This is an optimization exercise on Yosys and OpenROAD, whose aim is small area, a short achievable clock period and few clock cycles per item, not a production implementation. The RTL was checked by simulation tests, not by an equivalence proof against the original design. Power figures rest on the tool's default switching activity, not on a simulated workload.

the reference run:
Design alu_exec_unit, start of the top module:
module alu_exec_unit #(
  parameter int WIDTH = 32,
  parameter int SHW   = $clog2(WIDTH)
) (
  input  logic             clk,
  input  logic             reset,
  input  logic             valid_in,
  output logic             ready,
  input  logic [3:0]       alu_ctrl,
  input  logic [WIDTH-1:0] op_a,
  input  logic [WIDTH-1:0] op_b,
  output logic             valid_out,
  output logic [WIDTH-1:0] result,
  output logic             zero,
  output logic             branch_taken
);
  localparam int W1 = WIDTH + 1;
  logic [W1-1:0]  a_q, b_q, r_q;
  logic           v_q, rdy_q, vout_q, zero_q, br_q;
  logic [1:0]     ph_q;
  logic [SHW-1:0] cnt_q;
  logic [1:0]     amt_q;
  logic           sa_q, sb_q, dz_q, zp_q;
  logic           f_mdu, f_mul, f_rem, f_beq, f_bneq;
  logic           c_xa, c_xinv, c_yb, c_yb2, c_yr, c_y4, c_yinv, c_cin;
  logic           c_rmul, c_rdv, c_rsh, c_rsum, c_and, c_or, c_xor, c_slt, c_sltu;
  logic           c_shl, c_sha, c_shm, c_shn, c_asum, c_bkeep;
  assign ready        = rdy_q;
  assign valid_out    = vout_q;
  assign result       = r_q[WIDTH-1:0];
  assign zero         = zero_q;
  assign branch_taken = br_q;
  logic mdu, ph0;
  assign mdu = v_q && f_mdu;
  assign ph0 = (ph_q == PH_0);
  logic [WIDTH-1:0] x_ab;
  logic             eq;
  assign x_ab = a_q[WIDTH-1:0] ^ b_q[WIDTH-1:0];
  assign eq   = ~|x_ab;
  ...
Size in the first run: roughly 2800 cells after synthesis, ~0.017 mm^2 of cells after synthesis.
Settings: LEC_CHECK=0, ABC_AREA=1, CAP_MARGIN=20, CORE_MARGIN=2, CORE_UTILIZATION=30, PLACE_DENSITY=0.4, SETUP_SLACK_MARGIN=5, SLEW_MARGIN=20; clock period 10.0 ns.
standard.sh (not shown) runs the stock make flow with config.mk's settings and CLKGATE_MAP_FILE= SYNTH_SCRIPT=/design/flow/synth_recipe.tcl, a recipe that flattens the netlist after the stock synthesis.
==> flow/flow/run.sh <==
#!/bin/bash
set -euo pipefail
MARGIN=6.2
sed "s/SETUP_SLACK_MARGIN=[0-9.]*/SETUP_SLACK_MARGIN=${MARGIN} SKIP_INCREMENTAL_REPAIR=1 'BUFFER_PORTS_ARGS=-buffer_cell sky130_fd_sc_hd__buf_2'/" standard.sh > standard_margin.sh
grep -q "SKIP_INCREMENTAL_REPAIR=1 'BUFFER_PORTS_ARGS=-buffer_cell sky130_fd_sc_hd__buf_2'" standard_margin.sh
bash standard_margin.sh > orfs_make.log 2>&1
Testbench counts of the reference run, summed over its fixed seeds: cycles 47,844, items 24,000.
## Diff of input files: the trial run against the reference run
--- a/flow/design.v
+++ b/flow/design.v
@@ -154,26 +154,24 @@
   assign r_next = ({W1{sel_sum}}  & sum)
                 | ({W1{sel_sh}}   & sh_out)
                 | ({W1{sel_rsh2}} & {r_q[W1-1], r_q[W1-1], r_q[W1-1:2]})
                 | ({W1{c_and}}    & {1'b0, a_q[WIDTH-1:0] & b_q[WIDTH-1:0]})
                 | ({W1{c_or}}     & {1'b0, a_q[WIDTH-1:0] | b_q[WIDTH-1:0]})
                 | ({W1{c_xor}}    & {1'b0, x_ab})
                 | W1'(c_slt & sum[WIDTH])
                 | W1'(c_sltu & (sum[WIDTH] ^ a_q[WIDTH-1] ^ b_q[WIDTH-1]));
   logic             swap;
   logic [WIDTH-1:0] in_a, in_b;
-  logic a16, b16, a8, b8;
-  assign a16  = (op_a[WIDTH-1:15] == '0) || (op_a[WIDTH-1:15] == '1) || (op_a[WIDTH-1:16] == '0);
+  logic b16, a8;
   assign b16  = (op_b[WIDTH-1:15] == '0) || (op_b[WIDTH-1:15] == '1) || (op_b[WIDTH-1:16] == '0);
   assign a8   = (op_a[WIDTH-1:7] == '0) || (op_a[WIDTH-1:7] == '1) || (op_a[WIDTH-1:8] == '0);
-  assign b8   = (op_b[WIDTH-1:7] == '0) || (op_b[WIDTH-1:7] == '1) || (op_b[WIDTH-1:8] == '0);
-  assign swap = (alu_ctrl == CTRL_MUL) && ((!a16 && b16) || (!a8 && b8));
+  assign swap = (alu_ctrl == CTRL_MUL) && b16 && !a8;
   assign in_a = swap ? op_b : op_a;
   assign in_b = swap ? op_a : op_b;
   logic n_xa, n_xinv, n_yb, n_yb2, n_yr, n_y4, n_yinv, n_cin;
   logic n_rmul, n_rdv, n_rsh, n_rsum, n_and, n_or, n_xor, n_slt, n_sltu;
   logic n_shl, n_sha, n_shm, n_shn, n_asum, n_bkeep;
   logic [1:0] n_amt;
   logic [2:0] bz;
   always_comb begin
     n_xa = 1'b1; n_xinv = 1'b0; n_yb = 1'b1; n_yb2 = 1'b0; n_yr = 1'b0; n_y4 = 1'b0;
     n_yinv = 1'b0; n_cin = 1'b0;
Total power after layout: the trial run vs the reference run — no meaningful difference. The trial run can be clocked faster than the reference run. met5 as the uppermost layer routed was reported by the reference run, and met4 by the trial run. The trial run: number of antenna violations at the first check in global routing is 1 lower than what the reference run reported. Total power divided by cell area delta (the trial run -> the reference run): insignificant. Between the trial run and the reference run, the non-clock buffer count is lower for the reference run. Compared with the reference run, the trial run shows final cell count that has gone down slightly. First-pass GRT wire length essentially unchanged between the reference run and the trial run. Chip width delta for the trial run relative to the reference run: about 1% lower. The aggregate global routing overflow of the reference run and that of the trial run are within noise of each other. Mean routed wirelength per cell: the trial run vs the reference run, no meaningful difference. Setup slack: the trial run vs the reference run up 0.058 ns. Worst hold slack delta (the reference run -> the trial run): insignificant. The adder-cell area share of the yosys netlist in the trial run sits 0.18 points above the value recorded for the reference run.
Testbench counts of the trial run, summed over its fixed seeds: cycles 47,809, items 24,000.

-- afterwards: timing with drivers on the ports --
The results above use ideal ports. As a check the final layouts listed here were re-extracted and re-timed, cells and wires unchanged. Step 1 assumes that a clkbuf_16 drives the clock port and a buf_2 every other input. Step 2 times the ports against the registers' clock, not the clock port: input delays grow and output delays shrink by t, the midpoint of the rising clock arrivals with the driver on. Three values: ideal ports, drivers, drivers and shift; two values: the first two.
run | shift t [ns] | setup slack, ns | hold WS [ns] | worst setup path after step 2 | cell pins on the clock port's net
the reference run | 0.554 | 5.958 / 5.958 / 5.591 | 0.459 / 0.459 / 0.459 | input to register | 1
the trial run | 0.545 | 6.016 / 6.016 / 5.635 | 0.460 / 0.460 / 0.460 | input to register | 1
After both steps every run listed still meets setup and hold. For the trial run, which loses most, drivers alone change the setup slack by 0.000 ns; drivers and shift together by -0.381 ns.
